From an optimization exercise on the open Yosys and OpenROAD flow, aimed at small area; shortcuts taken in it are not production practice. In this exercise RTL edits were held to simulation tests only and were not proved equivalent to the original. Power and IR drop assume default switching activity.

`flow/config.mk`:
```
export PLATFORM = sky130hd
export DESIGN_NAME = reg_file_sb
export DESIGN_NICKNAME = reg_file_sb
export VERILOG_FILES = /design/flow/design.v
export SDC_FILE = /design/flow/constraint.sdc
export NUM_CORES = 4
export LEC_CHECK = 0
export CAP_MARGIN = 20
export CORE_MARGIN = 2
export CORE_UTILIZATION = 40
export CTS_BUF_LIST = sky130_fd_sc_hd__clkbuf_8
export CTS_CLUSTER_DIAMETER = 60
export CTS_CLUSTER_SIZE = 16
export SETUP_SLACK_MARGIN = 0.3
export SLEW_MARGIN = 20
export SYNTH_HIERARCHICAL = 1
export SYNTH_MINIMUM_KEEP_SIZE = 0
```
`flow/constraint.sdc`:
```
create_clock -name core_clock -period 8.0 [get_ports {clk}]
set_input_delay 1.6000 -clock core_clock [delete_from_list [all_inputs] [get_ports {clk}]]
set_output_delay 1.6000 -clock core_clock [all_outputs]
set_load 0.01 [all_outputs]
```
`flow/design.v`:
```
module reg_file_sb #(
   parameter int DATA_W = 32,
   parameter int ADDR_W = 5
) (
   input  logic              clk,
   input  logic              rst_n,
   input  logic [ADDR_W-1:0] ra1,
   input  logic [ADDR_W-1:0] ra2,
   output logic [DATA_W-1:0] rd1,
   output logic [DATA_W-1:0] rd2,
   input  logic              we,
   input  logic [ADDR_W-1:0] wa,
   input  logic [DATA_W-1:0] wd,
   input  logic              rsv,
   input  logic [ADDR_W-1:0] rsv_a,
   output logic              pend1,
   output logic              pend2,
   output logic              stall
);
   localparam int DEPTH = 2 ** ADDR_W;
   logic [DATA_W-1:0] r_regs [1:DEPTH-1];
   logic [DEPTH-1:1]  r_val;
   logic [DEPTH-1:1]  r_pend;
   logic [DEPTH-1:1]  w_wdec;
   logic [DEPTH-1:1]  w_rdec;
   logic [DEPTH-1:1]  w_wdec_n;
   logic [DEPTH-1:1]  w_s1;
   logic [DEPTH-1:1]  w_s2;
   logic              w_byp1;
   logic              w_byp2;
   always_comb begin
      for (int i = 1; i < DEPTH; i++) begin
         w_wdec[i] = we && (wa == ADDR_W'(i));
         w_wdec_n[i] = !w_wdec[i];
         w_rdec[i] = rsv && (rsv_a == ADDR_W'(i));
         w_s1[i]   = (ra1 == ADDR_W'(i)) && !w_wdec[i];
         w_s2[i]   = (ra2 == ADDR_W'(i)) && !w_wdec[i];
      end
      w_byp1 = rst_n && we && (wa != '0) && (ra1 == wa);
      w_byp2 = rst_n && we && (wa != '0) && (ra2 == wa);
   end
   logic [DATA_W-1:0] w_nxt [1:DEPTH-1];
   for (genvar i = 1; i < DEPTH; i++) begin : g_row
      rf_hold #(.W(DATA_W)) u_hold (
         .q(r_regs[i]), .wd(wd), .en(w_wdec[i]), .en_n(w_wdec_n[i]), .d(w_nxt[i])
      );
   end
   always_ff @(posedge clk) begin
      for (int i = 1; i < DEPTH; i++) begin
         r_regs[i] <= w_nxt[i];
      end
   end
   always_ff @(posedge clk or negedge rst_n) begin
      if (!rst_n) begin
         r_val  <= '0;
         r_pend <= '0;
      end else begin
         r_val  <= r_val | w_wdec;
         r_pend <= (r_pend & ~w_wdec) | w_rdec;
      end
   end
   logic [DEPTH-1:0] w_sel1, w_sel2, w_psel1, w_psel2;
   logic [DEPTH-1:0] w_col [DATA_W];
   always_comb begin
      w_sel1[0] = w_byp1;
      w_sel2[0] = w_byp2;
      w_psel1[0] = 1'b0;
      w_psel2[0] = 1'b0;
      for (int i = 1; i < DEPTH; i++) begin
         w_sel1[i]  = w_s1[i] && r_val[i];
         w_sel2[i]  = w_s2[i] && r_val[i];
         w_psel1[i] = w_s1[i] && r_pend[i];
         w_psel2[i] = w_s2[i] && r_pend[i];
      end
      for (int b = 0; b < DATA_W; b++) begin
         w_col[b][0] = wd[b];
         for (int i = 1; i < DEPTH; i++) begin
            w_col[b][i] = r_regs[i][b];
         end
      end
   end
   for (genvar b = 0; b < DATA_W; b++) begin : g_rd
      rf_aomux #(.N(DEPTH)) u_rd1 (.s(w_sel1), .d(w_col[b]), .y(rd1[b]));
      rf_aomux #(.N(DEPTH)) u_rd2 (.s(w_sel2), .d(w_col[b]), .y(rd2[b]));
   end
   assign pend1 = |w_psel1;
   assign pend2 = |w_psel2;
   assign stall = pend1 || pend2;
endmodule
module rf_aomux #(
   parameter int N = 32
) (
   input  logic [N-1:0] s,
   input  logic [N-1:0] d,
   output logic         y
);
   localparam int G = (N + 2) / 3;
   logic [G-1:0] w_n;
   for (genvar g = 0; g < N / 3; g++) begin : g_grp
      rf_ao3i u_ao (.s(s[3*g +: 3]), .d(d[3*g +: 3]), .y(w_n[g]));
   end
   if (N % 3 == 2) begin : g_last
      assign w_n[G-1] = ~|(s[N-2 +: 2] & d[N-2 +: 2]);
   end else if (N % 3 == 1) begin : g_last
      assign w_n[G-1] = ~(s[N-1] & d[N-1]);
   end
   assign y = ~&w_n;
endmodule
module rf_ao3i (
   input  logic [2:0] s,
   input  logic [2:0] d,
   output logic       y
);
   assign y = ~|(s & d);
endmodule
module rf_hold #(
   parameter int W = 32
) (
   input  logic [W-1:0] q,
   input  logic [W-1:0] wd,
   input  logic         en,
   input  logic         en_n,
   output logic [W-1:0] d
);
   assign d = (q & {W{en_n}}) | (wd & {W{en}});
endmodule
```
`flow/run.sh`:
```
#!/bin/bash
# synth_recipe.tcl (not shown) runs the flow's synth.tcl, then flattens the netlist and writes it again
# the make line also repeats each setting of config.mk as NAME=value (left out here)
make -C /OpenROAD-flow-scripts/flow DESIGN_CONFIG=/design/flow/config.mk WORK_HOME=/design/flow/orfs CLKGATE_MAP_FILE= SYNTH_SCRIPT=/design/flow/synth_recipe.tcl finish
```
==> key figures, run 1 <==
Clock tree
  – CTS Buf Count: 88
  – Clock Path Buffers: 3
  – Setup Fix Bufs, Post-CTS: 0
  – Hold_buf cts: 0
  – Post-cts resize count: 0
  – Clk Latency, worst-skew pair: 0.76 ns
  – CTS Root Cell: clkbuf_8
  – CTS tree: yes
  – H-tree depth: 3
  – Sink Count: 1054
  – Clock transition at the registers of the reported paths: 0.10 ns

Critical path
  – Crit-path cells: clkdlybuf4s50_1, nand3b_1, nor3_2, buf_4, a222oi_1, nand4_1, or4_4, clkdlybuf4s50_1
  – Slowest-stage cell, CP: nor3_2
  – Setup CP Type: in -> out
  – CP Launch Point: ra2[1]
  – Crit path arrival time: about 5.7 ns
  – Worst path max stage delay: ~0.9 ns
  – Critical Path Start Type: input pin
  – Worst setup EP type: output pin
  – Crit path required time: 6.40 ns
  – CP most frequent cell: clkdlybuf4s50_1
  – Crit path max fanout: 23
  – RR Startpoint: r_pend[16]$_DFF_PN0_

Timing
  – Worst slew margin: 22.6%
  – WHS: about 0.48 ns
  – Setup violators final: 0
  – Setup Skew: 0 ns
  – Crit share post-route: 90.6%
  – Worst-Margin Slew: 1.16 ns
  – RSZ-0062 raised after global routing: false
  – Crit path time final: 7.25 ns
  – Max-slew violations: 0
  – Final number of hold-violating endpoints: 0
  – Total negative setup slack: 0 ns
  – Max Clk Rate: 138 MHz

Hold path
  – Hold path start: r_val[29]$_DFF_PN0_
  – HP Class: reg -> reg

Drt
  – Routed WL: 187 mm
  – Via-to-Cell Ratio: 7.66
  – Routed met3 length: 25.8 mm
  – Met2 wire len: 76.9 mm
  – First-pass DRT Iterations: 13
  – Wire length on met1: about 73 mm
  – Top Layer Used: met5
  – WL per Instance: ~35 um
  – Via count: between 40k and 50k
  – Antenna Nets Post-Route: 0
  – Drt drc: 0
  – Initial drt markers: 10.6k

Layout
  – Layout area overhead: 10.1%
  – Design Area, Final: around 0.048 mm^2
  – Commonest non-fill, non-tap cell in the layout: a22o_1
  – Filler cells: approximately 9.9k
  – Most frequent cells in the layout: a22o_1, dfxtp_1, a222oi_1
  – Util after Layout: 44.6%
  – Layout cells sized above 1: 14.9%
  – Final net count: 3875

Synthesis
  – Synth Instances: 3623
  – Yosys cell types: 65
  – Post-Syn Area: 0.0435 mm^2
  – Avg Cell Area, Syn: 12.0 um^2
  – Sequential share of the synthesized area: between 40% and 50%
  – Number of synthesized register bits: 1054
  – Number of synthesized flops with an enable pin: 0
  – Async S/R FF share, synth: 5.88%
  – Post-synth net total: 3679
  – Ys Warns: 12
  – Top_reg_cell synth: dfxtp_1

Power and ir drop
  – Worst vdd ir: 121 uV
  – LEAKAGE: 18.1 nW
  – Total power density per cell area: approximately 260 mW/mm^2

Placement
  – Cell Area, Placed: ~0.046 mm^2
  – Half-perimeter wire length after placement: between 100 and 150 mm
  – GPL Wtd Cong: 0.972
  – Port Buffers: 122

Global routing
  – Gr ovfl total: 0
  – First-pass GRT wire length: 268 mm
  – Initial antenna violation count: 5
  – GR Util All Layers: 31.9%
  – Largest net degree at the start of global routing: 63
  – Vias in the first global route: 37.5k

Die
  – Area of the core: 0.107 mm^2
  – Die area: around 0.11 mm^2
  – Num ports: 123
  – Die W: roughly 330 um
  – Initial Util: 40.5%
  – Vert. Die Dim: about 330 um
  – Row count: 120

Outcome
  – Status: timing/DRC/antenna clean

Flow run
  – Max Cap Viol: 0
-- modules after synthesis, one instance, submodules excluded, excerpt --
module	copies in the design	cells
reg_file_sb	1	1485
rf_ao3i	640	1
-- power breakdown --
part           internal [W]  switching [W]  leakage, nW  total [W]
Sequential          0.00631       0.000828         8.99    0.00713
Clock               0.00127        0.00199        0.928    0.00326
Combinational       0.00118       0.000873         8.13    0.00206
-- sequential cells by signal, indices dropped and copies added (netlist names) --
register and cells:
r_pend 31, r_val 31, r_regs 992
-- layout make-up --
| class | count | area (um^2) | area share, % |
|---|---|---|---|
| Antenna cell | 1 | 2.50 | 0.00523 |
| Timing Repair Buffer | 319 | 2740 | 5.74 |
| Inverter | 36 | 135 | 0.282 |
| Tap cell | 1403 | 1760 | 3.67 |
| Multi-Input combinational cell | 2320 | 20000 | 41.9 |
| Sequential cell | 1054 | 21400 | 44.8 |
| Clock buffer | 94 | 1290 | 2.70 |
| Clock inverter | 49 | 463 | 0.968 |
-- synthesized netlist by cell type (all sizes together), types with 3 or more instances --
cell	n	area [um^2]
nor2	17	63.8
o21ai	59	299
nand3b	5	41.3
clkbuf	12	57.6
nand4bb	3	33.8
nor4	3	25.0
dfrtp	62	1550
buf	201	2230
nand2b	28	183
nand4	131	820
a22o	1056	9330
xnor2	6	52.6
o22ai	20	125
o211ai	4	35.0
and4bb	3	41.3
nand3	13	65.1
or2	16	100
o221ai	5	43.8
inv	36	135
or3	4	26.3
a222oi	640	6410
or4	65	728
dfxtp	992	19900
nor3	63	315
xor2	4	35.0
nand4b	3	53.8
nor2b	5	31.3
nand2	143	547
-- path summary, 6_finish.rpt --
check,end,slack [ns],depth (start not counted)
max,rd2[17],0.75,8
min,r_val[29]$_DFF_PN0_,0.48,1
max reg2reg,r_pend[16]$_DFF_PN0_,7.09,2
min reg2reg,r_val[29]$_DFF_PN0_,0.48,1
max in group asynchronous,r_val[20]$_DFF_PN0_,6.31,2
min in group asynchronous,r_val[3]$_DFF_PN0_,1.06,2
-- metal layers --
layer / vias up / track usage [%]
li1: 16500 / -
met1: 19800 / 44.4
met2: 3532 / 45.2
met3: 581 / 7.81
met4: 6 / 16.9
met5: - / 0
-- per-stage QoR --
stage,instances,setup WS (ns),total power [W]
3_5_place_dp,5132,0.934,0.00919
5_1_grt,5276,0.789,0.0129
6_report,5276,0.749,0.0124
3_3_place_gp,5130,0.953,0.00912
4_1_cts,5275,0.939,0.0124
2_1_floorplan,3623,1.20,0.00834
-- worst max-delay path: cells and delay by family --
family	cells	cell delay (ns)
AND/OR/NAND/NOR	4	2.08
AO/OA/AOI/OAI	1	0.18
buffers and inverters	3	1.76
-- kinds of logic after synthesis --
kind of cell              count (synthesis)  synth area share, %
AOI/OAI and AO/OA                      1797                 37.6
xor gates and xnor gates                 10                0.202
buffers and inverters                   249                 5.57
DFF                                    1054                 49.3
muxes                                     1               0.0230
and+or+nand+nor                         512                 7.31
==> run 2: changes to the inputs <==
--- a/flow/config.mk
+++ b/flow/config.mk
@@ -9,7 +9,4 @@
 export CORE_MARGIN = 2
 export CORE_UTILIZATION = 40
-export CTS_BUF_LIST = sky130_fd_sc_hd__clkbuf_8
-export CTS_CLUSTER_DIAMETER = 60
-export CTS_CLUSTER_SIZE = 16
 export SETUP_SLACK_MARGIN = 0.3
 export SLEW_MARGIN = 20
==> run 2 against run 1 <==
Net effect: still clean; highest routed layer unchanged; non-clock buffer count is the same; sequential share of layout area shrank 2.0 points; clock-buffer cell count grew 59; critical path type unchanged; largest cell class unchanged.
==> key figures, run 2 <==
Critical path
  – Worst setup EP type: output pin (unchanged)
  – Crit-path cells: clkdlybuf4s50_1, buf_4, nor4b_4, nand2_2, nand2_1, nor3_2, buf_4, a222oi_1, nand4_1, or4_4, clkdlybuf4s50_1 (was clkdlybuf4s50_1, nand3b_1, nor3_2, buf_4, a222oi_1, nand4_1, or4_4, clkdlybuf4s50_1)
  – Setup CP Type: in -> out (unchanged)
  – Worst path max stage delay: 0.62 ns (was 0.90 ns)
  – RR Startpoint: r_pend[16]$_DFF_PN0_ (unchanged)
  – FF-to-FF setup slack: 7.08 ns (was 7.09 ns)
  – Critical Path Start Type: input pin (unchanged)
  – Crit path required time: 6.40 ns (about the same)
  – Buf/Inv on CP: 4 (was 3)
  – Crit path arrival time: 5.66 ns (was 5.65 ns)
  – Slowest-stage cell, CP: or4_4 (was nor3_2)
  – Crit path max fanout: 18 (was 23)
  – FF-to-FF End: r_pend[16]$_DFF_PN0_ (unchanged)
  – Reg2Reg Depth: 2 (unchanged)
  – CP top delay family: simple AND/OR/NAND/NOR gates (unchanged)

Layout
  – Util after Layout: 46.7% (was 44.6%)
  – Top Registers: r_regs (992), r_pend (31), r_val (31) (unchanged)
  – Layout area overhead: 15.3% (was 10.1%)
  – Flip-flop count of the largest register after layout: 992 (unchanged)
  – Filler cells: 9687 (was 9891)
  – Commonest non-fill, non-tap cell in the layout: a22o_1 (unchanged)
  – Final net count: 3896 (was 3875)
  – Most frequent cells in the layout: a22o_1, dfxtp_1, a222oi_1 (unchanged)
  – Layout cells sized above 1: 16.1% (was 14.9%)
  – Most flops, register: r_regs (unchanged)

Synthesis
  – Synth area leaders: dfxtp_1, a22o_1, a222oi_1, buf_6, dfrtp_1 (unchanged)
  – Post-Syn Area: 0.0435 mm^2 (unchanged)
  – Area leader, netlist: dfxtp_1 (unchanged)
  – Number of synthesized register bits: 1054 (unchanged)
  – Number of synthesized flops with an enable pin: 0 (unchanged)
  – Yosys top cell area share: 45.7% (unchanged)
  – Async S/R FF share, synth: 5.88% (unchanged)
  – Post-synth net total: 3679 (unchanged)
  – Synth Instances: 3623 (unchanged)
  – Avg Cell Area, Syn: 12.0 um^2 (unchanged)
  – Ys Warns: 12 (unchanged)
  – Commonest cells post-synth: a22o_1, dfxtp_1, a222oi_1 (unchanged)
  – Yosys cell types: 65 (unchanged)
  – Most numerous cell in the Yosys netlist: a22o_1 (unchanged)
  – Top_reg_cell synth: dfxtp_1 (unchanged)
  – Sequential share of the synthesized area: 49.3% (unchanged)

Timing
  – Worst-Margin Slew: 1.16 ns (about the same)
  – Max-slew violations: 0 (unchanged)
  – Worst slew margin: 22.4% (was 22.6%)
  – Crit share post-route: 90.7% (was 90.6%)
  – Final number of hold-violating endpoints: 0 (unchanged)
  – Total negative setup slack: 0 ns (unchanged)
  – Setup violators final: 0 (unchanged)
  – RSZ-0062 raised after global routing: false (unchanged)
  – Crit path time final: 7.26 ns (was 7.25 ns)
  – Setup Skew: 0 ns (unchanged)
  – Max Clk Rate: 138 MHz (about the same)

Drt
  – Via count: 40.9k (was 40.4k)
  – Routed WL: 188 mm (was 187 mm)
  – Antenna Nets Post-Route: 0 (unchanged)
  – Via-to-Cell Ratio: 7.67 (was 7.66)
  – Drt drc: 0 (unchanged)
  – WL per Instance: 35.3 um (was 35.5 um)
  – Initial drt markers: 10.8k (was 10.6k)
  – First-pass DRT Iterations: 13 (unchanged)

Die
  – Die area: 0.111 mm^2 (unchanged)
  – Row count: 120 (unchanged)
  – Num ports: 123 (unchanged)
  – Die W: 334 um (unchanged)
  – Initial Util: 40.5% (unchanged)
  – Vert. Die Dim: 334 um (unchanged)
  – Area of the core: 0.107 mm^2 (unchanged)

Hold path
  – Worst hold path depth: 1 (unchanged)
  – HP Class: reg -> reg (unchanged)
  – Worst Hold End: r_val[29]$_DFF_PN0_ (unchanged)
  – Hold path start: r_val[29]$_DFF_PN0_ (unchanged)

Power and ir drop
  – Worst vdd ir: 174 uV (was 121 uV)
  – LEAKAGE: 19.1 nW (was 18.1 nW)
  – Total power density per cell area: 298 mW/mm^2 (was 260 mW/mm^2)

Clock tree
  – Clock transition at the registers of the reported paths: 0.06 ns (was 0.10 ns)
  – CTS tree: yes (unchanged)
  – Sink Count: 1054 (unchanged)
  – Clock Path Buffers: 3 (unchanged)
  – Setup Fix Bufs, Post-CTS: 0 (unchanged)
  – Post-cts resize count: 0 (unchanged)
  – Clk Latency, worst-skew pair: 0.68 ns (was 0.76 ns)
  – CTS Buf Count: 109 (was 88)
  – Hold_buf cts: 0 (unchanged)
  – CTS Root Cell: clkbuf_16 (was clkbuf_8)
  – H-tree depth: 3 (unchanged)

Global routing
  – First-pass GRT wire length: 270 mm (was 268 mm)
  – Initial antenna violation count: 3 (was 5)
  – Gr ovfl total: 0 (unchanged)
  – Largest net degree at the start of global routing: 63 (unchanged)
  – GR Util All Layers: 32.1% (was 31.9%)
  – Vias in the first global route: 38.0k (was 37.5k)

Placement
  – GPL Wtd Cong: 0.972 (unchanged)
  – Half-perimeter wire length after placement: 114 mm (unchanged)
  – Port Buffers: 122 (unchanged)

Flow run
  – Max Cap Viol: 0 (unchanged)

Outcome
  – Status: timing/DRC/antenna clean (unchanged)
run 2: cell count changes in the layout (fill, tap and decap cells not counted), moves of 2 or more:
cell        delta
inv_12         -2
clkinv_2      +18
inv_6         -10
clkinvlp_4     -4
clkbuf_8      -68
inv_8          -4
clkbuf_16    +112
clkinv_16      +2
clkbuf_1      +15
bufinv_16     +15
inv_1         -11
run 2: power breakdown:
group	leakage, nW	internal (W)	total [W]	switching (W)
Sequential	8.99	0.00632	0.00715	0.000830
Combinational	8.13	0.00118	0.00206	0.000877
Clock	1.99	0.00342	0.00570	0.00228
run 2: kinds of logic (layout without fill, tap and decap cells):
logic type	count (synthesis)	after routing	share of synthesized area, %
AOI/OAI and AO/OA	1797	1797	37.6
DFF	1054	1054	49.3
and+or+nand+nor	512	512	7.31
buffers and inverters	249	560	5.57
xor gates and xnor gates	10	10	0.202
muxes	1	1	0.0230
other	0	1	0
run 2: area by class of cell:
class | count | area (um^2) | area share, %
Clock inverter | 52 | 821 | 1.64
Inverter | 36 | 135 | 0.270
Clock buffer | 153 | 3220 | 6.42
Tap cell | 1403 | 1760 | 3.50
Sequential cell | 1054 | 21400 | 42.7
Timing Repair Buffer | 319 | 2740 | 5.47
Multi-Input combinational cell | 2320 | 20000 | 40.0
Antenna cell | 1 | 2.50 | 0.00499
run 2: layer usage:
metal | track usage (%) | share of wire, % | wire, um | vias up
li1 | - | - | - | 16600
met1 | 44.3 | 39 | 73800 | 20200
met2 | 45.4 | 41 | 77600 | 3547
met3 | 8.62 | 14 | 25800 | 611
met4 | 16.6 | 5.9 | 11100 | 4
met5 | 0 | 0.017 | 32 | -
run 2: worst max path at each step:
stage / start / endpoint / slack, ns / cells past startpoint
after CTS: wa[1] / rd1[7] / 0.94 / 11
final: wa[1] / rd1[7] / 0.74 / 11
after floorplan: wa[3] / rd1[0] / 1.20 / 9
after global placement: wa[1] / rd1[7] / 0.95 / 11
after detailed placement: wa[1] / rd1[7] / 0.93 / 11
after global routing: ra2[1] / rd2[17] / 0.81 / 8
run 2: through the flow:
stage / hold WS [ns] / cell area [um^2] / worst slack, ns / instances / power (W)
6_report: 0.471 / 50100 / 0.745 / 5338 / 0.0149
5_1_grt: 0.482 / 50100 / 0.805 / 5337 / 0.0153
4_1_cts: 0.467 / 50100 / 0.940 / 5337 / 0.0148
3_5_place_dp: 0.452 / 46100 / 0.934 / 5132 / 0.00919
3_3_place_gp: 0.450 / 46000 / 0.953 / 5130 / 0.00912
2_1_floorplan: 0.435 / 43500 / 1.20 / 3623 / 0.00834
run 2: modules after synthesis (local to each module, per instance), excerpt:
module	cells	flip-flops and latches	times used
rf_ao3i	1	0	640
reg_file_sb	1485	1054	1
run 2: worst register-to-register path: cells and delay by family (launching register included):
kind	cells	cell delay, ns
DFF	1	0.36
AOI/OAI and AO/OA	2	0.41
==> run 3: changes to the inputs <==
--- a/flow/config.mk
+++ b/flow/config.mk
@@ -9,4 +9,7 @@
 export CORE_MARGIN = 2
 export CORE_UTILIZATION = 40
+export CTS_BUF_LIST = sky130_fd_sc_hd__clkbuf_16
+export CTS_CLUSTER_DIAMETER = 80
+export CTS_CLUSTER_SIZE = 28
 export SETUP_SLACK_MARGIN = 0.3
 export SLEW_MARGIN = 20
==> run 3 against run 2 <==
Net effect: sequential cell count unchanged; combinational power about the same; power decreased by 18%; clock-buffer cell count decreased by 105; critical endpoint is now rd2[17]; non-clock buffer count unchanged; largest power group unchanged; highest routed layer unchanged; via count decreased by 1.8%; final area decreased by 5.1%; still clean on timing, DRC and antenna; critical path depth decreased by 3; first-iteration DRC count decreased by 0.83%; worst setup slack got worse by 0.051 ns; clock skew unchanged; synthesized cell count unchanged.
==> key figures, run 3 <==
Outcome
  – Status: timing/DRC/antenna clean (unchanged)

Clock tree
  – Clock Path Buffers: 3 (unchanged)
  – Clock transition at the registers of the reported paths: 0.08 ns (was 0.06 ns)
  – Clk Latency, worst-skew pair: 0.66 ns (was 0.68 ns)
  – H-tree depth: 2 (was 3)
  – Hold_buf cts: 0 (unchanged)
  – CTS Root Cell: clkbuf_16 (unchanged)
  – Post-cts resize count: 0 (unchanged)
  – CTS Buf Count: 48 (was 109)
  – Setup Fix Bufs, Post-CTS: 0 (unchanged)
  – Sink Count: 1054 (unchanged)
  – CTS tree: yes (unchanged)

Layout
  – Layout area overhead: 9.44% (was 15.3%)
  – Commonest non-fill, non-tap cell in the layout: a22o_1 (unchanged)
  – Most frequent cells in the layout: a22o_1, dfxtp_1, a222oi_1 (unchanged)
  – Most flops, register: r_regs (unchanged)
  – Multi-input logic area: 0.0200 mm^2 (unchanged)
  – Final net count: 3835 (was 3896)
  – Top Registers: r_regs (992), r_pend (31), r_val (31) (unchanged)
  – Flip-flop count of the largest register after layout: 992 (unchanged)
  – Filler cells: 9903 (was 9687)
  – Layout cells sized above 1: 13.4% (was 16.1%)
  – Util after Layout: 44.3% (was 46.7%)
  – Reg area: 0.0214 mm^2 (unchanged)

Synthesis
  – Yosys cell types: 65 (unchanged)
  – Number of synthesized flops with an enable pin: 0 (unchanged)
  – Ys Warns: 12 (unchanged)
  – Number of synthesized register bits: 1054 (unchanged)
  – Top_reg_cell synth: dfxtp_1 (unchanged)
  – Synth Instances: 3623 (unchanged)
  – Yosys top cell area share: 45.7% (unchanged)
  – Post-Syn Area: 0.0435 mm^2 (unchanged)
  – Sequential share of the synthesized area: 49.3% (unchanged)
  – Area leader, netlist: dfxtp_1 (unchanged)
  – Synth area leaders: dfxtp_1, a22o_1, a222oi_1, buf_6, dfrtp_1 (unchanged)
  – Most numerous cell in the Yosys netlist: a22o_1 (unchanged)
  – Post-synth net total: 3679 (unchanged)
  – Avg Cell Area, Syn: 12.0 um^2 (unchanged)
  – Async S/R FF share, synth: 5.88% (unchanged)
  – Commonest cells post-synth: a22o_1, dfxtp_1, a222oi_1 (unchanged)

Power and ir drop
  – Total power density per cell area: 258 mW/mm^2 (was 298 mW/mm^2)
  – Seq pwr share: 58.2% (was 47.9%)
  – Power share of the combinational group: 16.8% (was 13.8%)
  – Internal Pwr Total: 0.00870 W (was 0.0109 W)
  – Net Sw Frac: 29.0% (was 26.7%)
  – Worst vdd ir: 169 uV (was 174 uV)
  – Switching power: 0.00355 W (was 0.00399 W)
  – Clock share of power: 25.0% (was 38.2%)
  – Tot Pwr: 0.0122 W (was 0.0149 W)
  – LEAKAGE: 17.9 nW (was 19.1 nW)

Timing
  – Crit path setup slack, layout: 0.693 ns (was 0.745 ns)
  – Worst-Margin Slew: 1.13 ns (was 1.16 ns)
  – Crit path time final: 7.31 ns (was 7.26 ns)
  – Worst slew margin: 24.7% (was 22.4%)
  – Total negative setup slack: 0 ns (unchanged)
  – Setup Skew: 0 ns (unchanged)
  – Max Clk Rate: 137 MHz (was 138 MHz)
  – Setup violators final: 0 (unchanged)
  – RSZ-0062 raised after global routing: false (unchanged)
  – Max-slew violations: 0 (unchanged)
  – Final number of hold-violating endpoints: 0 (unchanged)
  – Crit share post-route: 91.3% (was 90.7%)

Drt
  – Top Layer Used: met5 (unchanged)
  – Drt drc: 0 (unchanged)
  – Routed WL: 186 mm (was 188 mm)
  – Routed met3 length: 25.2 mm (was 25.8 mm)
  – Initial drt markers: 10.7k (was 10.8k)
  – Antenna Nets Post-Route: 0 (unchanged)
  – First-pass DRT Iterations: 14 (was 13)
  – WL per Instance: 35.7 um (was 35.3 um)
  – Via-to-Cell Ratio: 7.72 (was 7.67)
  – Wire length on met1: 73.5 mm (was 73.8 mm)
  – Via count: 40.2k (was 40.9k)
  – Met2 wire len: 77.2 mm (was 77.6 mm)

Critical path
  – Buf/Inv on CP: 3 (was 4)
  – Crit-path cells: clkdlybuf4s50_1, nand3b_1, nor3_2, buf_4, a222oi_1, nand4_1, or4_4, clkdlybuf4s50_1 (was clkdlybuf4s50_1, buf_4, nor4b_4, nand2_2, nand2_1, nor3_2, buf_4, a222oi_1, nand4_1, or4_4, clkdlybuf4s50_1)
  – Slowest-stage cell, CP: nor3_2 (was or4_4)
  – Setup CP Type: in -> out (unchanged)
  – CP most frequent cell: clkdlybuf4s50_1
  – Worst path max stage delay: 0.92 ns (was 0.62 ns)
  – Crit path arrival time: 5.71 ns (was 5.66 ns)
  – Worst setup EP type: output pin (unchanged)
  – Crit path required time: 6.40 ns (about the same)
  – CP top delay family: simple AND/OR/NAND/NOR gates (unchanged)
  – Critical Path Start Type: input pin (unchanged)
  – Crit path max fanout: 23 (was 18)

Placement
  – Half-perimeter wire length after placement: 114 mm (unchanged)
  – GPL Wtd Cong: 0.972 (unchanged)
  – Port Buffers: 122 (unchanged)
  – Pre-CTS setup slack: 0.934 ns (unchanged)

Die
  – Die area: 0.111 mm^2 (unchanged)
  – Num ports: 123 (unchanged)
  – Row count: 120 (unchanged)
  – Die W: 334 um (unchanged)
  – Area of the core: 0.107 mm^2 (unchanged)
  – Vert. Die Dim: 334 um (unchanged)
  – Initial Util: 40.5% (unchanged)

Global routing
  – GR Util All Layers: 31.7% (was 32.1%)
  – Initial antenna violation count: 5 (was 3)
  – Vias in the first global route: 37.1k (was 38.0k)
  – Largest net degree at the start of global routing: 63 (unchanged)
  – Gr ovfl total: 0 (unchanged)
  – First-pass GRT wire length: 266 mm (was 270 mm)

Flow run
  – Max Cap Viol: 0 (unchanged)

Hold path
  – HP Class: reg -> reg (unchanged)
## run 3: cell types whose count changed in the layout (fill, tap and decap cells not counted), moves of 5 or more
cell       delta
clkbuf_16    -64
clkbuf_8     -26
clkinv_2     -20
bufinv_16    -17
clkbuf_1     -15
clkinv_1      +6
inv_1         +5
## run 3: path summary, 6_finish.rpt
check | startpoint | endpoint | slack (ns) | cells past startpoint
setup / recovery | ra2[1] | rd2[17] | 0.69 | 8
hold / removal | r_val[25]$_DFF_PN0_ | r_val[25]$_DFF_PN0_ | 0.48 | 1
setup reg to reg | r_pend[16]$_DFF_PN0_ | r_pend[16]$_DFF_PN0_ | 7.07 | 2
hold reg to reg | r_val[25]$_DFF_PN0_ | r_val[25]$_DFF_PN0_ | 0.48 | 1
max in group asynchronous | rst_n | r_val[2]$_DFF_PN0_ | 6.21 | 2
min in group asynchronous | rst_n | r_pend[16]$_DFF_PN0_ | 1.19 | 2
## run 3: per-module statistics from Yosys (local to each module, per instance), excerpt
module | cells | cell area [um^2] | flip-flops and latches
rf_ao3i | 1 | 10.0 | 0
reg_file_sb | 1485 | 23900 | 1054
## run 3: metal layers
| layer | vias to the layer above | GRT usage (%) |
|---|---|---|
| met1 | 19800 | 44.4 |
| met2 | 3456 | 45.1 |
| met5 | - | 0 |
| met3 | 512 | 7.64 |
| li1 | 16400 | - |
| met4 | 6 | 15.8 |
## run 3: logic make-up (layout without fill, tap and decap cells)
group | after synthesis | in the layout | share of synthesized area (%)
compound gates | 1797 | 1797 | 37.6
xor+xnor | 10 | 10 | 0.202
buf+inv | 249 | 432 | 5.57
flops | 1054 | 1054 | 49.3
mux | 1 | 1 | 0.0230
other cells | 0 | 1 | 0
simple gates | 512 | 512 | 7.31
## run 3: power by group through the flow
stage	clock, W	combinational [W]	sequential [W]
floorplan	0	0.00137	0.00697
global placement	0	0.00196	0.00716
detailed placement	0	0.00201	0.00718
CTS	0.00308	0.00200	0.00708
global route	0.00326	0.00216	0.00724
finish	0.00306	0.00206	0.00713
## run 3: layout make-up
class	instances	area share, %
inverter	36	0.284
antenna	1	0.00526
sequential	1054	45.0
clock inverter	29	0.600
clock buffer	48	2.53
timing repair buffer	319	5.77
multi-input combinational	2320	42.1
tap	1403	3.69
## run 3: per-stage QoR
step / hold slack, ns / instances / area, um^2
floorplan: 0.435 / 3623 / 43500
global placement: 0.450 / 5130 / 46000
detailed placement: 0.452 / 5132 / 46100
CTS: 0.476 / 5209 / 47600
global route: 0.489 / 5209 / 47600
finish: 0.479 / 5210 / 47600
==> run 4: changes to the inputs <==
--- a/flow/design.v
+++ b/flow/design.v
@@ -24,5 +24,4 @@
    logic [DEPTH-1:1]  w_wdec;
    logic [DEPTH-1:1]  w_rdec;
-   logic [DEPTH-1:1]  w_wdec_n;
    logic [DEPTH-1:1]  w_s1;
    logic [DEPTH-1:1]  w_s2;
@@ -32,5 +31,4 @@
       for (int i = 1; i < DEPTH; i++) begin
          w_wdec[i] = we && (wa == ADDR_W'(i));
-         w_wdec_n[i] = !w_wdec[i];
          w_rdec[i] = rsv && (rsv_a == ADDR_W'(i));
          w_s1[i]   = (ra1 == ADDR_W'(i)) && !w_wdec[i];
@@ -40,13 +38,9 @@
       w_byp2 = rst_n && we && (wa != '0) && (ra2 == wa);
    end
-   logic [DATA_W-1:0] w_nxt [1:DEPTH-1];
-   for (genvar i = 1; i < DEPTH; i++) begin : g_row
-      rf_hold #(.W(DATA_W)) u_hold (
-         .q(r_regs[i]), .wd(wd), .en(w_wdec[i]), .en_n(w_wdec_n[i]), .d(w_nxt[i])
-      );
-   end
    always_ff @(posedge clk) begin
       for (int i = 1; i < DEPTH; i++) begin
-         r_regs[i] <= w_nxt[i];
+         if (w_wdec[i]) begin
+            r_regs[i] <= wd;
+         end
       end
    end
@@ -114,13 +108,2 @@
    assign y = ~|(s & d);
 endmodule
-module rf_hold #(
-   parameter int W = 32
-) (
-   input  logic [W-1:0] q,
-   input  logic [W-1:0] wd,
-   input  logic         en,
-   input  logic         en_n,
-   output logic [W-1:0] d
-);
-   assign d = (q & {W{en_n}}) | (wd & {W{en}});
-endmodule
--- a/flow/config.mk
+++ b/flow/config.mk
@@ -9,7 +9,4 @@
 export CORE_MARGIN = 2
 export CORE_UTILIZATION = 40
-export CTS_BUF_LIST = sky130_fd_sc_hd__clkbuf_16
-export CTS_CLUSTER_DIAMETER = 80
-export CTS_CLUSTER_SIZE = 28
 export SETUP_SLACK_MARGIN = 0.3
 export SLEW_MARGIN = 20
==> run 4 against run 3 <==
Net effect: register-to-register slack improved by 0.03 ns; sequential power shrank 13%; via count fell by 18%; critical path depth up 1; area after synthesis down 2.4%; sequential cell count unchanged; first-iteration DRC count is 12% lower.
==> key figures, run 4 <==
Timing
  – Crit share post-route: 94.2% (was 91.3%)
  – Max-slew violations: 0 (unchanged)
  – Worst-Margin Slew: 1.16 ns (was 1.13 ns)
  – RSZ-0062 raised after global routing: false (unchanged)
  – Max Clk Rate: 133 MHz (was 137 MHz)
  – WHS: 0.462 ns (was 0.479 ns)
  – Total negative setup slack: 0 ns (unchanged)
  – Setup violators final: 0 (unchanged)
  – Crit path setup slack, layout: 0.461 ns (was 0.693 ns)
  – Crit path time final: 7.54 ns (was 7.31 ns)
  – Final number of hold-violating endpoints: 0 (unchanged)
  – Worst slew margin: 22.8% (was 24.7%)
  – Setup Skew: 0 ns (unchanged)

Drt
  – Drt drc: 0 (unchanged)
  – Via-to-Cell Ratio: 7.72 (about the same)
  – First-pass DRT Iterations: 12 (was 14)
  – WL per Instance: 41.2 um (was 35.7 um)
  – Antenna Nets Post-Route: 0 (unchanged)
  – Initial drt markers: 9375 (was 10.7k)
  – Routed WL: 175 mm (was 186 mm)
  – Via count: 32.9k (was 40.2k)

Synthesis
  – Number of synthesized flops with an enable pin: 992 (was 0)
  – Avg Cell Area, Syn: 17.3 um^2 (was 12.0 um^2)
  – Top_reg_cell synth: edfxtp_1 (was dfxtp_1)
  – Most numerous cell in the Yosys netlist: edfxtp_1 (was a22o_1)
  – Number of synthesized register bits: 1054 (unchanged)
  – Post-Syn Area: 0.0424 mm^2 (was 0.0435 mm^2)
  – Commonest cells post-synth: edfxtp_1, a222oi_1, nand4_1 (was a22o_1, dfxtp_1, a222oi_1)
  – Sequential share of the synthesized area: 73.9% (was 49.3%)
  – Ys Warns: 11 (was 12)
  – Async S/R FF share, synth: 5.88% (unchanged)
  – Area leader, netlist: edfxtp_1 (was dfxtp_1)
  – Yosys cell types: 52 (was 65)
  – Synth area leaders: edfxtp_1, a222oi_1, dfrtp_1, nand4_1, or4_4 (was dfxtp_1, a22o_1, a222oi_1, buf_6, dfrtp_1)
  – Post-synth net total: 2503 (was 3679)
  – Synth Instances: 2447 (was 3623)
  – Yosys top cell area share: 70.2% (was 45.7%)

Clock tree
  – Sink Count: 1054 (unchanged)
  – CTS Root Cell: clkbuf_16 (unchanged)
  – Clock transition at the registers of the reported paths: 0.06 ns (was 0.08 ns)
  – Setup Fix Bufs, Post-CTS: 0 (unchanged)
  – CTS tree: yes (unchanged)
  – Clk Latency, worst-skew pair: 0.68 ns (was 0.66 ns)
  – Clock Path Buffers: 3 (unchanged)
  – CTS Buf Count: 106 (was 48)
  – Hold_buf cts: 0 (unchanged)
  – Post-cts resize count: 0 (unchanged)
  – H-tree depth: 3 (was 2)

Die
  – Die W: 330 um (was 334 um)
  – Initial Util: 40.3% (was 40.5%)
  – Row count: 119 (was 120)
  – Vert. Die Dim: 330 um (was 334 um)
  – Num ports: 123 (unchanged)
  – Area of the core: 0.105 mm^2 (was 0.107 mm^2)
  – Die area: 0.109 mm^2 (was 0.111 mm^2)

Critical path
  – Critical path depth in cells: 9 (was 8)
  – Slowest-stage cell, CP: or4b_1 (was nor3_2)
  – Crit-path cells: clkdlybuf4s50_1, or4b_1, o21ai_0, nor3_2, buf_4, a222oi_1, nand4_1, or4_4, clkdlybuf4s50_1 (was clkdlybuf4s50_1, nand3b_1, nor3_2, buf_4, a222oi_1, nand4_1, or4_4, clkdlybuf4s50_1)
  – Buf/Inv on CP: 3 (unchanged)
  – Setup CP Type: in -> out (unchanged)
  – CP Launch Point: wa[0] (was ra2[1])
  – FF-to-FF setup slack: 7.10 ns (was 7.07 ns)
  – Crit path required time: 6.40 ns (about the same)
  – CP endpoint: rd2[14] (was rd2[17])
  – FF-to-FF End: r_pend[17]$_DFF_PN0_ (was r_pend[16]$_DFF_PN0_)
  – RR Startpoint: r_pend[17]$_DFF_PN0_ (was r_pend[16]$_DFF_PN0_)
  – Reg2Reg Depth: 2 (unchanged)
  – Worst path max stage delay: 0.85 ns (was 0.92 ns)
  – CP top delay family: simple AND/OR/NAND/NOR gates (unchanged)
  – CP most frequent cell: clkdlybuf4s50_1 (unchanged)
  – Worst setup EP type: output pin (unchanged)
  – Critical Path Start Type: input pin (unchanged)
  – Crit path arrival time: 5.94 ns (was 5.71 ns)
  – Crit path max fanout: 32 (was 23)

Layout
  – Most frequent cells in the layout: edfxtp_1, a222oi_1, nand4_1 (was a22o_1, dfxtp_1, a222oi_1)
  – Layout area overhead: 19.0% (was 9.44%)
  – Layout cells sized above 1: 17.8% (was 13.4%)
  – Most flops, register: r_regs (unchanged)
  – Filler cells: 8729 (was 9903)
  – Final net count: 2829 (was 3835)
  – Top Registers: r_regs (992), r_pend (31), r_val (31) (unchanged)
  – Flip-flop count of the largest register after layout: 992 (unchanged)
  – Commonest non-fill, non-tap cell in the layout: edfxtp_1 (was a22o_1)

Power and ir drop
  – Total power density per cell area: 247 mW/mm^2 (was 258 mW/mm^2)
  – LEAKAGE: 15.9 nW (was 17.9 nW)
  – Worst vdd ir: 200 uV (was 169 uV)

Global routing
  – GR Util All Layers: 31.4% (was 31.7%)
  – First-pass GRT wire length: 239 mm (was 266 mm)
  – Gr ovfl total: 0 (unchanged)
  – Initial antenna violation count: 3 (was 5)
  – Vias in the first global route: 32.2k (was 37.1k)
  – Largest net degree at the start of global routing: 63 (unchanged)

Outcome
  – Status: timing/DRC/antenna clean (unchanged)

Flow run
  – Max Cap Viol: 0 (unchanged)

Placement
  – GPL Wtd Cong: 0.905 (was 0.972)
  – Port Buffers: 122 (unchanged)
  – Half-perimeter wire length after placement: 92.5 mm (was 114 mm)
  – Pre-CTS setup slack: 0.616 ns (was 0.934 ns)

Hold path
  – HP Class: reg -> reg (unchanged)
[run 4: changes by cell type in the layout (fill, tap and decap cells not counted), sizes merged, moves of 27 or more]
cell    before  now
clkinv      13   45
dfxtp      992    0
inv         48   15
o21ai       59   86
buf        198  154
edfxtp       0  992
a22o      1056   64
nand2      143   95
nor2        17   47
clkbuf      48  128
[run 4: metrics by stage]
stage	power, W	utilization, %	instance area [um^2]	std cells
final	0.0125	47.9	50500	4256
after global routing	0.0127	47.9	50500	4255
after CTS	0.0125	48.0	50500	4253
after detailed placement	0.00731	44.5	46900	4055
after global placement	0.00729	44.5	46800	4055
after floorplan	0.00675	-	42400	2447
[run 4: worst min path at each step]
stage,start,endpoint,slack (ns),cells past startpoint
CTS,r_val[12]$_DFF_PN0_,r_val[12]$_DFF_PN0_,0.46,1
global placement,r_val[12]$_DFF_PN0_,r_val[12]$_DFF_PN0_,0.45,1
finish,r_val[14]$_DFF_PN0_,r_val[14]$_DFF_PN0_,0.46,1
detailed placement,r_val[23]$_DFF_PN0_,r_val[23]$_DFF_PN0_,0.45,1
floorplan,r_val[10]$_DFF_PN0_,r_val[10]$_DFF_PN0_,0.43,1
global route,r_val[5]$_DFF_PN0_,r_val[5]$_DFF_PN0_,0.48,1
[run 4: worst reg2reg max path, stage by stage (launching register included)]
cell and delay, ns:
dfrtp_1 0.36, o21ai_0 0.20, o21ai_0 0.19
[run 4: final cells by class]
cell class | count | area (um^2) | share of cell area, %
Tap cell | 1391 | 1740 | 3.45
Clock buffer | 128 | 2810 | 5.56
Clock inverter | 70 | 871 | 1.73
Timing Repair Buffer | 259 | 2270 | 4.50
Sequential cell | 1054 | 31300 | 62.1
Multi-Input combinational cell | 1340 | 11400 | 22.6
Inverter | 12 | 50.0 | 0.0992
Antenna cell | 2 | 5.00 | 0.00992
[run 4: power by group]
group          leakage, nW  total (W)  internal, W  switching [W]
clock network         1.78    0.00525      0.00306        0.00219
logic                 4.47   0.000992     0.000370       0.000621
registers             9.67    0.00623      0.00617      0.0000594
total                 15.9     0.0125      0.00960        0.00287
[run 4: Yosys stat by module, one instance, submodules excluded, a selection]
module	copies in the design	cell area (um^2)	cells inside	flip-flops and latches
reg_file_sb	1	33700	1487	1054
rf_ao3i	640	10.0	1	0
[run 4: routing by layer]
layer	wire length [um]	global-route usage, %
met5	16	0
met4	10600	18.3
met3	26400	9.34
met2	78700	48.3
met1	59700	39.4
[run 4: cell families after synthesis]
logic type                Yosys count  synth area share [%]
DFF                              1054                  73.9
AOI/OAI and AO/OA                 828                  18.1
and+or+nand+nor                   499                  7.22
buffers and inverters              53                 0.507
xor gates and xnor gates           10                 0.206
muxes                               3                0.0708
==> run 5: changes to the inputs <==
--- a/flow/design.v
+++ b/flow/design.v
@@ -24,4 +24,5 @@
    logic [DEPTH-1:1]  w_wdec;
    logic [DEPTH-1:1]  w_rdec;
+   logic [DEPTH-1:1]  w_wdec_n;
    logic [DEPTH-1:1]  w_s1;
    logic [DEPTH-1:1]  w_s2;
@@ -31,4 +32,5 @@
       for (int i = 1; i < DEPTH; i++) begin
          w_wdec[i] = we && (wa == ADDR_W'(i));
+         w_wdec_n[i] = !w_wdec[i];
          w_rdec[i] = rsv && (rsv_a == ADDR_W'(i));
          w_s1[i]   = (ra1 == ADDR_W'(i)) && !w_wdec[i];
@@ -38,9 +40,13 @@
       w_byp2 = rst_n && we && (wa != '0) && (ra2 == wa);
    end
+   logic [DATA_W-1:0] w_nxt [1:DEPTH-1];
+   for (genvar i = 1; i < DEPTH; i++) begin : g_row
+      rf_hold #(.W(DATA_W)) u_hold (
+         .q(r_regs[i]), .wd(wd), .en(w_wdec[i]), .en_n(w_wdec_n[i]), .d(w_nxt[i])
+      );
+   end
    always_ff @(posedge clk) begin
       for (int i = 1; i < DEPTH; i++) begin
-         if (w_wdec[i]) begin
-            r_regs[i] <= wd;
-         end
+         r_regs[i] <= w_nxt[i];
       end
    end
@@ -108,2 +114,13 @@
    assign y = ~|(s & d);
 endmodule
+module rf_hold #(
+   parameter int W = 32
+) (
+   input  logic [W-1:0] q,
+   input  logic [W-1:0] wd,
+   input  logic         en,
+   input  logic         en_n,
+   output logic [W-1:0] d
+);
+   assign d = (q & {W{en_n}}) | (wd & {W{en}});
+endmodule
==> flow/flow/run.sh (new file) <==
#!/bin/bash
# The standard ORFS layout with three changes:
#  * every combinational cell is set to drive strength 1 right after
#    floorplan (flow/downsize.tcl); placement repair and the timing repair
#    after CTS size up what needs it;
#  * the clock tree uses clkbuf_16 sink buffers over larger sink clusters and
#    no dummy loads;
#  * port buffers are buf_1 instead of clkdlybuf4s50_1.
# Each step's full log is under orfs/logs/; make's output goes to flow.log.
set -euo pipefail
HERE=$(pwd)
CTS="-sink_clustering_enable -repair_clock_nets -dont_use_dummy_load -sink_clustering_size 28 -sink_clustering_max_diameter 80 -buf_list sky130_fd_sc_hd__clkbuf_16"
bash standard.sh \
  "CTS_ARGS=$CTS" \
  "BUFFER_PORTS_ARGS=-buffer_cell sky130_fd_sc_hd__buf_1" \
  "POST_FLOORPLAN_TCL=$HERE/flow/downsize.tcl" \
  finish > flow.log 2>&1
==> flow/flow/downsize.tcl (new file) <==
# Set every combinational standard cell to the drive strength 1 variant of
# its family before placement. The placement and CTS repair steps then size
# up only the cells whose load, slew or timing needs it. Registers and
# physical-only cells keep their cells.
set n_down 0
foreach inst [get_cells *] {
  set ref [get_property $inst ref_name]
  if {![regexp {^(sky130_fd_sc_hd__([a-z0-9]+))_([0-9]+)$} $ref -> base fam drv]} {
    continue
  }
  if {[regexp {^(s?e?df|dl|tap|conb|fill|decap|diode|lpflow|probe)} $fam]} {
    continue
  }
  if {$drv <= 1} {
    continue
  }
  set cand [get_lib_cells -quiet */${base}_1]
  if {[llength $cand] == 0} {
    continue
  }
  if {[get_property [lindex $cand 0] dont_use]} {
    continue
  }
  replace_cell $inst [lindex $cand 0]
  incr n_down
}
puts "downsize: $n_down cells set to drive strength 1"
==> flow/standard.sh (new file) <==
#!/bin/bash
# synth_recipe.tcl (not shown) runs the flow's synth.tcl, then flattens the netlist and writes it again
# the make line also repeats each setting of config.mk as NAME=value (left out here)
make -C /OpenROAD-flow-scripts/flow DESIGN_CONFIG=/design/flow/config.mk WORK_HOME=/design/flow/orfs CLKGATE_MAP_FILE= SYNTH_SCRIPT=/design/flow/synth_recipe.tcl "${@:-finish}"
--- a/flow/config.mk
+++ b/flow/config.mk
@@ -6,9 +6,9 @@
 export NUM_CORES = 4
 export LEC_CHECK = 0
-export CAP_MARGIN = 20
+export CAP_MARGIN = 0
 export CORE_MARGIN = 2
 export CORE_UTILIZATION = 40
 export SETUP_SLACK_MARGIN = 0.3
-export SLEW_MARGIN = 20
+export SLEW_MARGIN = 0
 export SYNTH_HIERARCHICAL = 1
 export SYNTH_MINIMUM_KEEP_SIZE = 0
removed: flow/run.sh
==> run 5 against run 4 <==
Net effect: final area is 9.1% lower; register-to-register slack worse by 0.08 ns; worst setup slack better by 0.072 ns; clock power is 47% lower; critical endpoint is now rd2[19].
==> key figures, run 5 <==
Layout
  – Most frequent cells in the layout: a22o_1, dfxtp_1, a222oi_1 (was edfxtp_1, a222oi_1, nand4_1)
  – Most flops, register: r_regs (unchanged)
  – Top Registers: r_regs (992), r_pend (31), r_val (31) (unchanged)
  – Design Area, Final: 0.0459 mm^2 (was 0.0505 mm^2)
  – Layout area overhead: 5.51% (was 19.0%)
  – Commonest non-fill, non-tap cell in the layout: a22o_1 (was edfxtp_1)
  – Layout cells sized above 1: 8.70% (was 17.8%)
  – Flip-flop count of the largest register after layout: 992 (unchanged)
  – Antenna diode count: 0 (was 2)
  – Final net count: 3805 (was 2829)

Die
  – Area of the core: 0.107 mm^2 (was 0.105 mm^2)
  – Die W: 334 um (was 330 um)
  – Num ports: 123 (unchanged)
  – Initial Util: 40.5% (was 40.3%)
  – Die area: 0.111 mm^2 (was 0.109 mm^2)
  – Vert. Die Dim: 334 um (was 330 um)
  – Row count: 120 (was 119)

Clock tree
  – CTS Root Cell: clkbuf_16 (unchanged)
  – H-tree depth: 2 (was 3)
  – Post-cts resize count: 0 (unchanged)
  – Hold_buf cts: 0 (unchanged)
  – Clk Latency, worst-skew pair: 0.63 ns (was 0.68 ns)
  – CTS Buf Count: 47 (was 106)
  – Clock Path Buffers: 3 (unchanged)
  – Clock transition at the registers of the reported paths: 0.07 ns (was 0.06 ns)
  – Sink Count: 1054 (unchanged)
  – Setup Fix Bufs, Post-CTS: 0 (unchanged)
  – CTS tree: yes (unchanged)

Synthesis
  – Xor/xnor cell area share of the yosys netlist: 0.202% (was 0.206%)
  – Multiplexer share of the synthesized area: 0.0230% (was 0.0708%)
  – Post-synthesis simple-gate area fraction: 7.31% (was 7.22%)
  – Synth Area in Adders: 0% (unchanged)
  – Most numerous cell in the Yosys netlist: a22o_1 (was edfxtp_1)
  – Synth area leaders: dfxtp_1, a22o_1, a222oi_1, buf_6, dfrtp_1 (was edfxtp_1, a222oi_1, dfrtp_1, nand4_1, or4_4)
  – Sequential share of the synthesized area: 49.3% (was 73.9%)
  – Synth Instances: 3623 (was 2447)
  – Top_reg_cell synth: dfxtp_1 (was edfxtp_1)
  – Avg Cell Area, Syn: 12.0 um^2 (was 17.3 um^2)
  – Post-Syn Area: 0.0435 mm^2 (was 0.0424 mm^2)
  – Commonest cells post-synth: a22o_1, dfxtp_1, a222oi_1 (was edfxtp_1, a222oi_1, nand4_1)
  – Async S/R FF share, synth: 5.88% (unchanged)
  – Largest family of logic cells by synthesized area: compound AO/OA/AOI/OAI gates (unchanged)
  – Number of synthesized register bits: 1054 (unchanged)
  – Number of synthesized flops with an enable pin: 0 (was 992)
  – Post-synth net total: 3679 (was 2503)
  – Compound-gate portion of the synthesized area: 37.6% (was 18.1%)
  – Yosys cell types: 65 (was 52)
  – Ys Warns: 12 (was 11)
  – Yosys top cell area share: 45.7% (was 70.2%)
  – Area leader, netlist: dfxtp_1 (was edfxtp_1)

Timing
  – Total negative setup slack: 0 ns (unchanged)
  – Setup Skew: 0 ns (unchanged)
  – Setup violators final: 0 (unchanged)
  – Crit share post-route: 93.3% (was 94.2%)
  – WHS: 0.464 ns (was 0.462 ns)
  – Worst-Margin Slew: 1.27 ns (was 1.16 ns)
  – Crit path setup slack, layout: 0.532 ns (was 0.461 ns)
  – Max Clk Rate: 134 MHz (was 133 MHz)
  – Worst slew margin: 14.8% (was 22.8%)
  – Final number of hold-violating endpoints: 0 (unchanged)
  – RSZ-0062 raised after global routing: false (unchanged)
  – Crit path time final: 7.47 ns (was 7.54 ns)
  – Max-slew violations: 0 (unchanged)

Critical path
  – Slowest-stage cell, CP: or4_1 (was or4b_1)
  – Crit path max fanout: 33 (was 32)
  – Setup CP Type: in -> out (unchanged)
  – Critical Path Start Type: input pin (unchanged)
  – Crit path required time: 6.40 ns (about the same)
  – Crit-path cells: buf_1, nand4_1, nor2_4, inv_1, buf_4, nand2_1, nor3_4, buf_4, a222oi_1, nand4_1, or4_1, buf_1 (was clkdlybuf4s50_1, or4b_1, o21ai_0, nor3_2, buf_4, a222oi_1, nand4_1, or4_4, clkdlybuf4s50_1)
  – Worst path max stage delay: 0.72 ns (was 0.85 ns)
  – Crit path arrival time: 5.87 ns (was 5.94 ns)
  – Worst setup EP type: output pin (unchanged)

Global routing
  – Gr ovfl total: 0 (unchanged)
  – Largest net degree at the start of global routing: 63 (unchanged)
  – Met3 Usage GRT: 10.2% (was 9.34%)
  – First-pass GRT wire length: 274 mm (was 239 mm)
  – GR Layer Usage met2: 48.5% (was 48.3%)
  – Initial antenna violation count: 13 (was 3)
  – GRT busiest layer: met2 (unchanged)
  – GR Util All Layers: 33.0% (was 31.4%)
  – Vias in the first global route: 37.2k (was 32.2k)
  – Met1 Use GR: 43.1% (was 39.4%)

Drt
  – Via count: 40.6k (was 32.9k)
  – Via-to-Cell Ratio: 7.88 (was 7.72)
  – Antenna Nets Post-Route: 0 (unchanged)
  – Routed WL: 195 mm (was 175 mm)
  – WL per Instance: 37.9 um (was 41.2 um)
  – Drt drc: 0 (unchanged)
  – Initial drt markers: 11.4k (was 9375)
  – First-pass DRT Iterations: 15 (was 12)

Placement
  – Port Buffers: 122 (unchanged)
  – Cell Area, Placed: 0.0447 mm^2 (was 0.0469 mm^2)
  – Pre-CTS setup slack: 0.836 ns (was 0.616 ns)
  – Half-perimeter wire length after placement: 114 mm (was 92.5 mm)
  – GPL Wtd Cong: 1.03 (was 0.905)

Power and ir drop
  – Total power density per cell area: 257 mW/mm^2 (was 247 mW/mm^2)
  – LEAKAGE: 17.3 nW (was 15.9 nW)
  – Worst vdd ir: 132 uV (was 200 uV)

Hold path
  – HP Class: reg -> reg (unchanged)

Outcome
  – Status: timing/DRC/antenna clean (unchanged)

Flow run
  – Max Cap Viol: 0 (unchanged)
## run 5: final timing paths
| path | startpoint | to | slack (ns) | depth (start not counted) |
|---|---|---|---|---|
| max | we | rd2[19] | 0.53 | 12 |
| min | r_val[3]$_DFF_PN0_ | r_val[3]$_DFF_PN0_ | 0.46 | 1 |
| max reg2reg | r_pend[5]$_DFF_PN0_ | r_pend[5]$_DFF_PN0_ | 7.02 | 2 |
| min reg2reg | r_val[3]$_DFF_PN0_ | r_val[3]$_DFF_PN0_ | 0.46 | 1 |
| max in group asynchronous | rst_n | r_val[6]$_DFF_PN0_ | 6.13 | 2 |
| min in group asynchronous | rst_n | r_val[19]$_DFF_PN0_ | 1.24 | 2 |
## run 5: per-stage QoR
| step | total power, W | std cells | utilization [%] |
|---|---|---|---|
| floorplan | 0.00834 | 3623 | - |
| finish | 0.0118 | 5150 | 42.7 |
| global route | 0.0121 | 5150 | 42.7 |
| CTS | 0.0117 | 5150 | 42.7 |
| global placement | 0.00894 | 5103 | 41.6 |
| detailed placement | 0.00900 | 5103 | 41.6 |
## run 5: kinds of logic (layout without fill, tap and decap cells)
| logic type | Yosys count | count (layout) |
|---|---|---|
| flip-flops | 1054 | 1054 |
| XOR/XNOR | 10 | 10 |
| AO/OA/AOI/OAI | 1797 | 1797 |
| multiplexers | 1 | 1 |
| buffers and inverters | 249 | 373 |
| AND/OR/NAND/NOR | 512 | 512 |
## run 5: power breakdown
group / internal, W / switching (W)
Clock: 0.00106 / 0.00172
Combinational: 0.00102 / 0.000862
Sequential: 0.00631 / 0.000825
Total: 0.00838 / 0.00341
## run 5: per-module statistics from Yosys, one instance, submodules excluded, a selection
module,flip-flops and latches,copies in the design,area [um^2],cells inside
reg_file_sb,1054,1,23900,1485
rf_ao3i,0,640,10.0,1
## run 5: cell type report
cell class                 instances  area (um^2)
sequential                      1054        21400
tap                             1403         1760
fill                           10000        61500
inverter                          36          135
timing repair buffer             290         1760
multi-input combinational       2320        19600
clock buffer                      47         1180
## run 5: critical path, delay by kind of cell
family	cells	cell delay [ns]
buf+inv	5	1.50
simple gates	6	2.23
compound gates	1	0.45
## run 5: metal layers
metal / part of all wire, % / wire length (um)
met3: 14 / 27700
met5: 0.11 / 219
met1: 38 / 73200
met4: 5.9 / 11600
met2: 42 / 82400
==> run 6: changes to the inputs <==
--- a/flow/config.mk
+++ b/flow/config.mk
@@ -6,9 +6,9 @@
 export NUM_CORES = 4
 export LEC_CHECK = 0
-export CAP_MARGIN = 0
+export CAP_MARGIN = 20
 export CORE_MARGIN = 2
 export CORE_UTILIZATION = 40
 export SETUP_SLACK_MARGIN = 0.3
-export SLEW_MARGIN = 0
+export SLEW_MARGIN = 20
 export SYNTH_HIERARCHICAL = 1
 export SYNTH_MINIMUM_KEEP_SIZE = 0
==> run 6 against run 5 <==
Net effect: register-to-register slack hardly changed; critical path type unchanged; final cell count stayed put; sequential cell count stayed put; utilization unchanged; first-iteration DRC count unchanged; clock skew unchanged; critical endpoint unchanged; clock-buffer cell count is the same; critical path depth is the same; fmax did not move.
==> key figures, run 6 <==
Synthesis
  – Xor/xnor cell area share of the yosys netlist: 0.202% (unchanged)
  – Area leader, netlist: dfxtp_1 (unchanged)
  – Ys Warns: 12 (unchanged)
  – Sequential share of the synthesized area: 49.3% (unchanged)
  – Post-Syn Area: 0.0435 mm^2 (unchanged)
  – Synth Instances: 3623 (unchanged)
  – Post-synth net total: 3679 (unchanged)
  – Multiplexer share of the synthesized area: 0.0230% (unchanged)
  – Async S/R FF share, synth: 5.88% (unchanged)
  – Yosys cell types: 65 (unchanged)
  – Most numerous cell in the Yosys netlist: a22o_1 (unchanged)
  – Largest family of logic cells by synthesized area: compound AO/OA/AOI/OAI gates (unchanged)
  – Top_reg_cell synth: dfxtp_1 (unchanged)
  – Number of synthesized register bits: 1054 (unchanged)
  – Synth area leaders: dfxtp_1, a22o_1, a222oi_1, buf_6, dfrtp_1 (unchanged)
  – Number of synthesized flops with an enable pin: 0 (unchanged)
  – Commonest cells post-synth: a22o_1, dfxtp_1, a222oi_1 (unchanged)
  – Post-synthesis simple-gate area fraction: 7.31% (unchanged)
  – Avg Cell Area, Syn: 12.0 um^2 (unchanged)
  – Compound-gate portion of the synthesized area: 37.6% (unchanged)
  – Synth Area in Adders: 0% (unchanged)
  – Yosys top cell area share: 45.7% (unchanged)

Power and ir drop
  – LEAKAGE: 17.3 nW (unchanged)
  – Seq pwr share: 60.5% (about the same)
  – Total power density per cell area: 257 mW/mm^2 (unchanged)
  – Clock share of power: 23.6% (about the same)
  – Internal Pwr Total: 0.00838 W (unchanged)
  – Power share of the combinational group: 15.9% (about the same)
  – Net Sw Frac: 28.9% (unchanged)
  – Worst vdd ir: 132 uV (unchanged)
  – Switching power: 0.00341 W (unchanged)

Drt
  – Initial drt markers: 11.4k (unchanged)
  – WL per Instance: 37.9 um (unchanged)
  – Antenna Nets Post-Route: 0 (unchanged)
  – Via-to-Cell Ratio: 7.88 (unchanged)
  – Drt drc: 0 (unchanged)
  – Routed WL: 195 mm (unchanged)
  – First-pass DRT Iterations: 15 (unchanged)
  – Via count: 40.6k (unchanged)

Timing
  – Max Clk Rate: 134 MHz (unchanged)
  – WHS: 0.464 ns (unchanged)
  – Max-slew violations: 0 (unchanged)
  – Worst slew margin: 14.8% (unchanged)
  – RSZ-0062 raised after global routing: false (unchanged)
  – Setup Skew: 0 ns (unchanged)
  – Setup violators final: 0 (unchanged)
  – Total negative setup slack: 0 ns (unchanged)
  – Final number of hold-violating endpoints: 0 (unchanged)
  – Crit share post-route: 93.3% (unchanged)
  – Worst-Margin Slew: 1.27 ns (unchanged)
  – Crit path time final: 7.47 ns (unchanged)

Global routing
  – Largest net degree at the start of global routing: 63 (unchanged)
  – Initial antenna violation count: 13 (unchanged)
  – GR Util All Layers: 33.0% (unchanged)
  – First-pass GRT wire length: 274 mm (unchanged)
  – Vias in the first global route: 37.2k (unchanged)
  – Gr ovfl total: 0 (unchanged)

Critical path
  – Crit path max fanout: 33 (unchanged)
  – Setup CP Type: in -> out (unchanged)
  – CP Launch Point: we (unchanged)
  – RR Startpoint: r_pend[5]$_DFF_PN0_ (unchanged)
  – Crit path required time: 6.40 ns (about the same)
  – Crit-path cells: buf_1, nand4_1, nor2_4, inv_1, buf_4, nand2_1, nor3_4, buf_4, a222oi_1, nand4_1, or4_1, buf_1 (unchanged)
  – Critical Path Start Type: input pin (unchanged)
  – Crit path arrival time: 5.87 ns (about the same)
  – Worst path max stage delay: 0.72 ns (about the same)
  – Worst setup EP type: output pin (unchanged)
  – Slowest-stage cell, CP: or4_1 (unchanged)

Die
  – Die W: 334 um (unchanged)
  – Vert. Die Dim: 334 um (unchanged)
  – Area of the core: 0.107 mm^2 (unchanged)
  – Die area: 0.111 mm^2 (unchanged)
  – Num ports: 123 (unchanged)
  – Initial Util: 40.5% (unchanged)
  – Row count: 120 (unchanged)

Clock tree
  – Setup Fix Bufs, Post-CTS: 0 (unchanged)
  – Post-cts resize count: 0 (unchanged)
  – Clk Latency, worst-skew pair: 0.63 ns (about the same)
  – Hold_buf cts: 0 (unchanged)
  – Clock Path Buffers: 3 (unchanged)
  – CTS tree: yes (unchanged)
  – H-tree depth: 2 (unchanged)
  – CTS Buf Count: 47 (unchanged)
  – Sink Count: 1054 (unchanged)
  – Clock transition at the registers of the reported paths: 0.07 ns (about the same)
  – CTS Root Cell: clkbuf_16 (unchanged)

Outcome
  – Status: timing/DRC/antenna clean (unchanged)

Layout
  – Antenna diode count: 0 (unchanged)
  – Top Registers: r_regs (992), r_pend (31), r_val (31) (unchanged)
  – Layout cells sized above 1: 8.70% (unchanged)
  – Final net count: 3805 (unchanged)
  – Layout area overhead: 5.51% (unchanged)
  – Util after Layout: 42.7% (unchanged)
  – Flip-flop count of the largest register after layout: 992 (unchanged)
  – Commonest non-fill, non-tap cell in the layout: a22o_1 (unchanged)
  – Most flops, register: r_regs (unchanged)
  – Most frequent cells in the layout: a22o_1, dfxtp_1, a222oi_1 (unchanged)

Hold path
  – Hold path start: r_val[3]$_DFF_PN0_ (unchanged)
  – HP Class: reg -> reg (unchanged)

Placement
  – Half-perimeter wire length after placement: 114 mm (unchanged)
  – Port Buffers: 122 (unchanged)
  – GPL Wtd Cong: 1.03 (unchanged)

Flow run
  – Max Cap Viol: 0 (unchanged)
run 6: cell counts after synthesis:
Identical to the previous run, type by type.
run 6: cell families after synthesis:
| family | Yosys count |
|---|---|
| buffers and inverters | 249 |
| AO/OA/AOI/OAI | 1797 |
| XOR/XNOR | 10 |
| AND/OR/NAND/NOR | 512 |
| flip-flops | 1054 |
| multiplexers | 1 |
run 6: path summary, 6_finish.rpt:
kind	slack (ns)	endpoint	cells past startpoint
setup reg to reg	7.02	r_pend[5]$_DFF_PN0_	2
setup / recovery	0.53	rd2[19]	12
hold / removal	0.46	r_val[3]$_DFF_PN0_	1
max in group asynchronous	6.13	r_val[6]$_DFF_PN0_	2
hold reg to reg	0.46	r_val[3]$_DFF_PN0_	1
min in group asynchronous	1.24	r_val[19]$_DFF_PN0_	2
run 6: power by group through the flow:
stage	clock network [W]	logic [W]	registers [W]
4_1_cts	0.00279	0.00182	0.00707
2_1_floorplan	0	0.00137	0.00697
3_3_place_gp	0	0.00178	0.00716
3_5_place_dp	0	0.00182	0.00718
5_1_grt	0.00294	0.00197	0.00723
6_report	0.00278	0.00188	0.00713
run 6: critical path, delay by kind of cell:
| family | cells | cell delay [ns] |
|---|---|---|
| simple gates | 6 | 2.23 |
| buf+inv | 5 | 1.50 |
| compound gates | 1 | 0.45 |
run 6: per-module statistics from Yosys (local to each module, per instance), a selection:
| module | times used | cells inside | flip-flops and latches | cell area, um^2 |
|---|---|---|---|---|
| reg_file_sb | 1 | 1485 | 1054 | 23900 |
| rf_ao3i | 640 | 1 | 0 | 10.0 |
run 6: area by class of cell:
| type | count | area (um^2) |
|---|---|---|
| sequential | 1054 | 21400 |
| fill | 10000 | 61500 |
| clock buffer | 47 | 1180 |
| multi-input combinational | 2320 | 19600 |
| tap | 1403 | 1760 |
| timing repair buffer | 290 | 1760 |
| inverter | 36 | 135 |
run 6: routing by layer:
| metal | GRT usage, % | vias to the layer above | wire (um) |
|---|---|---|---|
| li1 | - | 16300 | - |
| met1 | 43.1 | 19900 | 73200 |
| met2 | 48.5 | 3655 | 82400 |
| met3 | 10.2 | 721 | 27700 |
| met4 | 17.3 | 24 | 11600 |
| met5 | 0.521 | - | 219 |
run 6: metrics by stage:
stage | worst slack (ns) | instances | power, W | area (um^2)
final | 0.532 | 5150 | 0.0118 | 45900
after global routing | 0.490 | 5150 | 0.0121 | 45900
after CTS | 0.810 | 5150 | 0.0117 | 45900
after detailed placement | 0.836 | 5103 | 0.00900 | 44700
after global placement | 0.957 | 5103 | 0.00894 | 44700
after floorplan | 1.20 | 3623 | 0.00834 | 43500

## separate check: timing with driven ports
How much do the figures lean on ideal ports? The routed layouts below were timed once more, with nothing changed but the port constraints.
Step 1 assumes that a clkbuf_16 drives the clock port and a buf_2 every other input.
Step 2, shift: input delay + t, output delay - t, t = (earliest + latest rising clock arrival at the registers) / 2. This alone moves slack from input paths to output paths.
a / b / c = no drivers / after step 1 / after step 2; a / b = the first two.
run | t, ns | slack for setup (ns) | worst setup path at the end | latest minus earliest clock arrival (ns) | worst data-port slew with drivers (ns)
run 1 | 0.837 | 0.749 / 0.728 / 0.728 | input to output | 0.068 / 0.067 | 0.05
run 2 | 0.770 | 0.745 / 0.724 / 0.724 | input to output | 0.053 / 0.053 | 0.05
run 3 | 0.728 | 0.693 / 0.672 / 0.672 | input to output | 0.052 / 0.051 | 0.05
run 4 | 0.764 | 0.461 / 0.436 / 0.436 | input to output | 0.044 / 0.044 | 0.17
run 5 | 0.718 | 0.532 / 0.505 / 0.505 | input to output | 0.059 / 0.059 | 0.16
run 6 | 0.718 | 0.532 / 0.505 / 0.505 | input to output | 0.059 / 0.059 | 0.16
After both steps every run listed still meets setup and hold.
